What follows belongs to an exercise in optimizing a design on an open flow for small area and a short achievable clock period; a production flow would make more cautious choices.
The RTL was checked by simulation tests, not by an equivalence proof against the original design.
No activity file was given, so power comes from the tool's default toggle rates.

==> flow/design.v, too long to show whole: its modules and the start of the top module <==
// module conv_mac: 3131 lines
// module conv_top: 177 lines
module conv_top (
    input  logic                 clk,
    input  logic                 rst_n,
    input  logic                 in_valid,
    input  logic [2-1:0][8-1:0] in_data,
    input  logic                 coef_wr,
    input  conv_pkg::chan_idx_t  coef_chan,
    input  conv_pkg::tap_idx_t   coef_addr,
    input  conv_pkg::coeff_t     coef_data,
    output logic                 out_valid,
    output logic [2-1:0][24-1:0] out_data
);
  // ...
==> flow/flow/run.sh <==
#!/bin/bash
# Standard layout, with one netlist clean-up between synthesis and floorplan:
# flow/polarity.py flips full-adder cells (a full adder fed complemented
# inputs gives complemented outputs) to drop the inverters synthesis leaves
# between them. Registers and every other cell are untouched.
set -euo pipefail
R=orfs/results/$FLOW_PLATFORM/conv_top/base
bash standard.sh synth > synth.log 2>&1
cp $R/1_2_yosys.v synth_netlist.v
python3 flow/polarity.py synth_netlist.v $R/1_2_yosys.v > polarity.log 2>&1
bash standard.sh finish > layout.log 2>&1
==> flow/flow/polarity.py <==
#!/usr/bin/env python3
"""Remove inverters around full adders in a Yosys gate netlist.

A full adder is self-dual: FA(~a,~b,~c) = (~sum, ~cout). Each fa cell may be
flipped (fed complemented inputs, so it yields complemented outputs); a local
search picks flips that minimise the inverters needed, then the netlist is
rewritten with one inverter per net whose complement some load needs.

usage: polarity.py IN.v OUT.v
"""
import re
import sys
import collections

FA = 'sky130_fd_sc_hd__fa_'
INV = ('sky130_fd_sc_hd__inv_', 'sky130_fd_sc_hd__clkinv_')
OUTPINS = {'X', 'Y', 'Q', 'Q_N', 'SUM', 'COUT', 'HI', 'LO'}

src = open(sys.argv[1]).read()
m = re.search(r'\bmodule\s+(\S+)\s*\(', src)
# split module body into statements; cells are "TYPE NAME ( .P(n), ... );"
cell_re = re.compile(r'^\s*(sky130_fd_sc_hd__\w+)\s+(\S+)\s*\((.*?)\);\s*$', re.S | re.M)
pin_re = re.compile(r'\.(\w+)\(\s*(.*?)\s*\)(?=\s*,|\s*$)', re.S)

cells = []
for mm in cell_re.finditer(src):
    ty, nm, body = mm.group(1), mm.group(2), mm.group(3)
    pins = [(p, ' '.join(n.split())) for p, n in pin_re.findall(body)]
    cells.append([ty, nm, pins, mm.start(), mm.end()])

drv = {}
for i, (ty, nm, pins, a, b) in enumerate(cells):
    for p, n in pins:
        if p in OUTPINS:
            drv[n] = (i, p)

# inverter outputs -> their input
invof = {}
for i, (ty, nm, pins, a, b) in enumerate(cells):
    if ty.startswith(INV):
        d = dict(pins)
        invof[d['Y']] = d['A']


def base(n):
    """(signal, parity) with inverters stripped"""
    par = 0
    while n in invof:
        n = invof[n]
        par ^= 1
    return n, par


isfa = [c[0].startswith(FA) for c in cells]
# loads: list of (cell index, pin, signal, parity); inverter cells are dropped
loads = []
for i, (ty, nm, pins, a, b) in enumerate(cells):
    if ty.startswith(INV):
        continue
    for p, n in pins:
        if p in OUTPINS:
            continue
        s, par = base(n)
        loads.append((i, p, s, par))
# nets that leave the module through ports or assigns keep their polarity
port_nets = set()
for mm in re.finditer(r'^\s*assign\s+(.*?)\s*=\s*(.*?);', src, re.M):
    port_nets.add(' '.join(mm.group(2).split()))
    port_nets.add(' '.join(mm.group(1).split()))

# signal driven by FA k has physical phase f[k]
sig_fa = {}
for s, (i, p) in drv.items():
    if isfa[i]:
        sig_fa[s] = i
f = [0] * len(cells)
by_sig = collections.defaultdict(list)  # signal -> [(load cell, needed parity)]
for (i, p, s, par) in loads:
    by_sig[s].append((i, par))
fa_in = collections.defaultdict(set)  # FA -> signals it reads
fa_out = collections.defaultdict(set)
for (i, p, s, par) in loads:
    if isfa[i]:
        fa_in[i].add(s)
for s, i in sig_fa.items():
    fa_out[i].add(s)
# an inverted signal that is ALSO used via an assign/port must exist uninverted


def phys(s):
    i = sig_fa.get(s)
    return f[i] if i is not None else 0


def need_inv(s):
    ph = phys(s)
    for (i, par) in by_sig[s]:
        want = par ^ (f[i] if isfa[i] else 0)
        if want != ph:
            return 1
    return 0


def need_pos(s):
    """some load (or a port) needs the uncomplemented physical value while it is complemented"""
    ph = phys(s)
    if ph == 0:
        return 0
    if s in port_nets:
        return 1
    for (i, par) in by_sig[s]:
        want = par ^ (f[i] if isfa[i] else 0)
        if want != ph:
            return 1
    return 0


def cost_of(sigs):
    return sum(need_inv(s) for s in sigs) + sum(1 for s in sigs if s in port_nets and phys(s))


def local(k):
    return set(fa_in[k]) | set(fa_out[k])


before = sum(need_inv(s) for s in by_sig)
fas = [i for i in range(len(cells)) if isfa[i]]
for it in range(20):
    changed = 0
    for k in fas:
        sigs = local(k)
        c0 = cost_of(sigs)
        f[k] ^= 1
        c1 = cost_of(sigs)
        if c1 < c0:
            changed += 1
        else:
            f[k] ^= 1
    if not changed:
        break
after = sum(need_inv(s) for s in by_sig) + sum(1 for s in port_nets if phys(s))
sys.stderr.write('inverters %d -> %d (flipped %d of %d fa)\n' % (
    len(invof), after, sum(f[k] for k in fas), len(fas)))

# rewrite: drop all inverters, reconnect loads, add one inverter per complemented net
newname = {}
extra = []
cnt = 0


def esc(n):
    return n + ' ' if n.startswith('\\') else n


def comp(s):
    global cnt
    if s not in newname:
        w = 'polinv_n%d' % cnt
        cnt += 1
        newname[s] = w
        extra.append('  wire %s;\n  sky130_fd_sc_hd__inv_1 polinv_%d (\n    .A(%s),\n    .Y(%s)\n  );\n' % (w, cnt, esc(s), w))
    return newname[s]


out = []
pos = 0
for i, (ty, nm, pins, a, b) in enumerate(cells):
    out.append(src[pos:a])
    pos = b
    if ty.startswith(INV):
        # keep inverters driving ports/assign nets unchanged
        y = dict(pins)['Y']
        if y in port_nets:
            s, par = base(y)
            if phys(s) ^ par:
                out.append('  assign %s = %s;\n' % (esc(y), esc(s)))
            else:
                out.append('  %s %s (\n    .A(%s),\n    .Y(%s)\n  );\n' % ('sky130_fd_sc_hd__inv_1', nm, esc(s), esc(y)))
        continue
    conns = []
    for p, n in pins:
        if p in OUTPINS:
            conns.append((p, n))
            continue
        s, par = base(n)
        want = par ^ (f[i] if isfa[i] else 0)
        conns.append((p, s if want == phys(s) else comp(s)))
    out.append('  %s %s (\n%s\n  );\n' % (ty, nm, ',\n'.join('    .%s(%s)' % (p, esc(n)) for p, n in conns)))
out.append(src[pos:])
res = ''.join(out)
# ports / assigns reading a complemented FA output
for s in port_nets:
    if phys(s) and s in sig_fa:
        raise SystemExit('port net %s complemented' % s)
k = res.rindex('endmodule')
res = res[:k] + ''.join(extra) + res[k:]
open(sys.argv[2], 'w').write(res)
==> flow/standard.sh <==
#!/bin/bash
# synth_recipe.tcl (not shown) runs the flow's synth.tcl, then flattens the netlist and writes it again
# the make line also repeats each setting of config.mk as NAME=value (left out here)
make -C /OpenROAD-flow-scripts/flow DESIGN_CONFIG=/design/flow/config.mk WORK_HOME=/design/flow/orfs CLKGATE_MAP_FILE= SYNTH_SCRIPT=/design/flow/synth_recipe.tcl "${@:-finish}"
==> flow/config.mk <==
export PLATFORM = sky130hd
export DESIGN_NAME = conv_top
export DESIGN_NICKNAME = conv_top
export VERILOG_FILES = /design/flow/design.v
export SDC_FILE = /design/flow/constraint.sdc
export NUM_CORES = 4
export LEC_CHECK = 0
export ABC_CLOCK_PERIOD_IN_PS = 3200
export CAP_MARGIN = 20
export CORE_MARGIN = 2
export CORE_UTILIZATION = 40
export SETUP_SLACK_MARGIN = 3.8
export SLEW_MARGIN = 20
export TNS_END_PERCENT = 100
==> flow/constraint.sdc <==
create_clock -name core_clock -period 7.5 [get_ports {clk}]
set_input_delay 1.5000 -clock core_clock [delete_from_list [all_inputs] [get_ports {clk}]]
set_output_delay 1.5000 -clock core_clock [all_outputs]
set_load 0.01 [all_outputs]
==> reports/summary.txt, run 1 <==
OUTCOME
-----------------------------------------------------------------------
Status                                         timing/DRC/antenna clean

CRITICAL PATH
-----------------------------------------------------------------------
Data arrival time of the critical path                          4340 ps
Total stage count of the critical path                                8
FF-to-FF End                                               g_ch[1].mac_i.r2_10_152
Worst reg-to-reg setup slack                                    3840 ps
Biggest fanout along the worst timing path                           61
Cell seen most often among critical-path stages            sky130_fd_sc_hd__fa_1
CP Class                                                   flop to flop
Chain of cells forming the critical path                   buf_8 > and2_1 > nand2_1 > fa_1 > inv_1 > fa_1 > fa_1 > fa_1
Number of buffers and inverters on the critical path                  2

ROUTE
-----------------------------------------------------------------------
Met2 Wirelength                                               135000 um
WL per Instance                                                 29.4 um
Highest Signal Layer                                               met5
DRT iter0 DRCs                                                     6984

CLOCK NETWORK
-----------------------------------------------------------------------
Number of sinks driven by the clock tree                           1770
Hold buffer count at CTS                                              0
Root buffer selected by CTS                                sky130_fd_sc_hd__clkbuf_16
Clock latency on the worst-skew pair                             890 ps
CTS clock-pin slew for the worst setup and hold paths             60 ps

GLOBAL ROUTING
-----------------------------------------------------------------------
Wire length of the first global-routing pass                  471000 um
Busiest layer in global routing                                    met1
Via count of the first global-routing pass                        63500

TIMING
-----------------------------------------------------------------------
Hold slack final                                                 327 ps
Setup repair after global routing missed its margin                 yes
Shortest clock period the worst path allows after layout        3660 ps
Accumulated negative setup slack                                   0 ps

POWER AND IR DROP
-----------------------------------------------------------------------
Power density of the placed cells                            485 nW/um2
Clk pwr share                                                     0.185
Switching power summed over all nets                           24000 uW

YOSYS
-----------------------------------------------------------------------
Synthesized netlist net count                                      9419
Synthesized area per cell                                      13.2 um2
Number of warnings reported in the yosys synthesis log                6

FLOORPLANNING
-----------------------------------------------------------------------
Vertical die dimension                                           509 um
Number of tap cells inserted                                       3366

FINISH
-----------------------------------------------------------------------
Leading cell type in the layout, fill and taps excluded    sky130_fd_sc_hd__fa_1
Filler instances                                                  22600
Count of flip-flops and latches                                    1770
Net total in the final layout                                      9394
Non-clk buf share                                                0.0147
Largest register FFs                                                528
Syn-to-layout area delta                                          11.1%
Sequential standard cell area                                 44700 um2

PLACED DESIGN
-----------------------------------------------------------------------
Pre-CTS worst setup slack                                       3440 ps
Standard cell area after detailed placement                  106000 um2

HOLD PATH
-----------------------------------------------------------------------
Hold Path Cell Cnt                                                    0

==> run 2, diff against run 1 <==
--- a/flow/config.mk
+++ b/flow/config.mk
@@ -6,9 +6,9 @@
 export NUM_CORES = 4
 export LEC_CHECK = 0
-export ABC_CLOCK_PERIOD_IN_PS = 3200
+export ABC_CLOCK_PERIOD_IN_PS = 3000
 export CAP_MARGIN = 20
 export CORE_MARGIN = 2
 export CORE_UTILIZATION = 40
-export SETUP_SLACK_MARGIN = 3.8
+export SETUP_SLACK_MARGIN = 4.3
 export SLEW_MARGIN = 20
 export TNS_END_PERCENT = 100
==> run 2 against run 1 <==
Compared with the run above:
- clock skew down 1.2 ps
- sequential power about the same
- critical path depth up 1
- die area stayed put
- sequential cell count did not move
- highest routed layer unchanged
- synthesized area did not move
- via count up 2.2%
- power rose by 2.2%
- non-clock buffer count grew 220
- final cell count is 2.0% higher
- setup slack better by 270 ps
- largest power group unchanged
- count of clock-buffer cells in the layout unchanged
==> reports/summary.txt, run 2 <==
YOSYS
--------------------------------------------------------------------------
Synthesized netlist net count                                         9419   unchanged
Cell area after synthesis                                       102000 um2
Gate count of the mapped netlist                                      7708
Synthesized area per cell                                         13.2 um2   unchanged
Number of warnings reported in the yosys synthesis log                   6   unchanged

FLOORPLANNING
--------------------------------------------------------------------------
Vertical die dimension                                              509 um   unchanged
Floorplan row count                                                    185
Floorplan die area                                              259000 um2
X dimension of the die                                              509 um
Initial core utilization                                             0.402
Number of primary I/O pins                                              83
Floorplan core area                                             254000 um2

ROUTE
--------------------------------------------------------------------------
DRT iter0 DRCs                                                        6890   -1.3%
Pre-Repair DR Iteration Count                                            6
Routed length on met3                                             39100 um
Number of remaining DRC errors                                           0
Final Routed Wirelength                                          338000 um
Highest Signal Layer                                                  met5
Detailed-route vias per instance                                      5.43
Met2 Wirelength                                                  140000 um   +3.8%
Remaining antenna violation count after routing                          0
Via Count                                                            62200
Detailed-routing wirelength on met1                              148000 um
WL per Instance                                                    29.5 um   +0.49%

TIMING
--------------------------------------------------------------------------
Setup violation total in the final timing report                         0
Pin slew with the least headroom to its limit                      1100 ps
Accumulated negative setup slack                                      0 ps   unchanged
Max Fclk                                                           296 MHz
Max-slew violations                                                      0
Final Cycle Share                                                    0.451
Final critical-path setup slack                                    4120 ps
Relative max-transition margin                                       0.265
Final hold vios                                                          0
Shortest clock period the worst path allows after layout           3380 ps   -275 ps
Worst Clk Skew                                                     91.9 ps
Setup repair after global routing missed its margin                    yes

GLOBAL ROUTING
--------------------------------------------------------------------------
Via count of the first global-routing pass                           64600   +1.7%
Initial antenna violation count                                         25
Wire length of the first global-routing pass                     480000 um   +1.8%
GRT overflow                                                             0
Largest net degree at the start of global routing                      303
Overall track demand over capacity in global routing                 0.261

CLOCK NETWORK
--------------------------------------------------------------------------
H-tree level count                                                       4
CTS clock-pin slew for the worst setup and hold paths                60 ps   about the same
Clock latency on the worst-skew pair                                890 ps   about the same
Clock Tree Buf Depth                                                     3
Hold buffer count at CTS                                                 0   unchanged
TritonCTS clock tree                                                   yes
Number of sinks driven by the clock tree                              1770   unchanged
Root buffer selected by CTS                                   sky130_fd_sc_hd__clkbuf_16
Number of buffers added by the clock tree synthesis step               196

FINISH
--------------------------------------------------------------------------
Top flop regs                                                 sr (528), cur (192), oth (192)
Leading cell type in the layout, fill and taps excluded       sky130_fd_sc_hd__fa_1
Largest register by flop count                                          sr
Syn-to-layout area delta                                             14.4%
Commonest cells after routing, fill and taps aside            sky130_fd_sc_hd__fa_1 (1461), sky130_fd_sc_hd__nand2_1 (963), sky130_fd_sc_hd__edfxtp_1 (708)
Largest register FFs                                                   528   unchanged
Net total in the final layout                                         9616   +2.4%
Fraction of layout instances using a drive strength above 1          0.141

PLACED DESIGN
--------------------------------------------------------------------------
Pre-CTS worst setup slack                                          3440 ps   unchanged
HPWL after detailed placement                                    257000 um
Count of port buffers added during placement                            82
Gp weighted congestion                                               0.965

POWER AND IR DROP
--------------------------------------------------------------------------
Power density of the placed cells                               482 nW/um2   -0.71%
Static Leakage                                                   0.0495 uW
Peak supply drop                                                0.000320 V

CRITICAL PATH
--------------------------------------------------------------------------
Kind of start point of the critical path                              flop
Biggest fanout along the worst timing path                               6   -90%
Data arrival time of the critical path                             4150 ps   -190 ps
CP Class                                                      flop to flop
Type of destination of the critical path                              flop
Required @ worst endpoint                                          8260 ps

OUTCOME
--------------------------------------------------------------------------
Status                                            timing/DRC/antenna clean

FLOW RUN
--------------------------------------------------------------------------
Maximum Capacitance Violations                                           0

HOLD PATH
--------------------------------------------------------------------------
Class of the worst hold path                                  flop to flop

==> run 2: cell types whose count changed in the layout (fill, tap and decap cells not counted), sizes merged <==
cell / previous run / this run
clkdlybuf4s50: 81 / 32
bufbuf: 0 / 2
clkbuf: 266 / 272
and2: 542 / 544
clkdlybuf4s15: 0 / 8
buf: 93 / 315
dlygate4sd2: 0 / 31
==> run 2: power by group <==
group / switching (uW) / total, uW / internal [uW] / leakage, uW
registers: 3180 / 16600 / 13400 / 0.0179
logic: 16900 / 29400 / 12500 / 0.0284
clock network: 4290 / 10200 / 5910 / 0.00330
total: 24400 / 56200 / 31900 / 0.0495
==> run 2: cell type report <==
cell class / instances / area, um2
Multi-Input combinational cell: 5057 / 54900
Tap cell: 3366 / 4210
Inverter: 485 / 1820
Sequential cell: 1770 / 44800
Fill cell: 22400 / 137000
Clock buffer: 265 / 5440
Timing Repair Buffer: 395 / 4080
Clock inverter: 106 / 1400
Antenna cell: 6 / 15.0
==> run 2: worst paths after layout <==
kind,startpoint,endpoint,slack [ps],cells past startpoint
worst max register to register,sr_late,g_ch[1].mac_i.r2_5_41,4120,9
max in group asynchronous,rst_n,vld[4],5540,2
min in group asynchronous,rst_n,oth[101],580,1
worst max-delay path,sr_late,g_ch[1].mac_i.r2_5_41,4120,9
worst min register to register,g_ch[0].mac_i.r2_0_0,g_ch[0].mac_i.r3_0_0,330,0
worst min-delay path,g_ch[0].mac_i.r2_0_0,g_ch[0].mac_i.r3_0_0,330,0
==> run 2: repair_timing <==
item	CTS	global route
endpoints found under the setup margin	672	307
buffers inserted	159	58
pin swaps	50	130
resized for setup	313	226
cloned	7	6
==> run 2: per-layer routing <==
| metal | GRT usage | up-vias |
|---|---|---|
| li1 | - | 25100 |
| met2 | 0.365 | 3245 |
| met4 | 0.0732 | 6 |
| met1 | 0.390 | 33200 |
| met3 | 0.0807 | 559 |
| met5 | 0 | - |
==> run 2: worst max-delay path, stage by stage, from the launching register on <==
cell and delay (ps):
sky130_fd_sc_hd__dfrtp_4 490, sky130_fd_sc_hd__buf_6 130, sky130_fd_sc_hd__buf_8 120, sky130_fd_sc_hd__buf_8 130, sky130_fd_sc_hd__buf_12 140, sky130_fd_sc_hd__and3_4 150
sky130_fd_sc_hd__fa_2 600, sky130_fd_sc_hd__fa_2 460, sky130_fd_sc_hd__fa_2 630, sky130_fd_sc_hd__fa_1 430
==> run 2: metrics by stage <==
stage          power [uW]  area [um2]   util  std cells  hold WS, ps
2_1_floorplan       31700      102000      -       7708          310
3_3_place_gp        43500      106000  0.419      10800          313
3_5_place_dp        44700      106000  0.419      10800          315
4_1_cts             55600      115000  0.455      11400          330
5_1_grt             60100      117000  0.460      11400          332
6_report            56200      117000  0.460      11500          327

[afterwards: timing with drivers on the ports]
No port has a modelled driver above. Below, the same layouts with a new extraction and two added sets of constraints.
Step 1: set_driving_cell puts a clkbuf_16 on clk and a buf_2 on each other input, an assumption about the parent block.
Step 2 also shifts input and output timing later by t, the mid clock arrival at the registers, as if the neighbouring blocks saw the same clock.
Three values: ideal, step 1, step 2; two values: the first two.
run | t, ns | setup WS [ns] | latest minus earliest clock arrival (ns)
run 1 | 0.939 | 3.841 / 3.841 / 3.841 | 0.094 / 0.094
run 2 | 0.939 | 4.116 / 4.115 / 4.116 | 0.092 / 0.093
After both steps setup and hold are still met in every run listed.
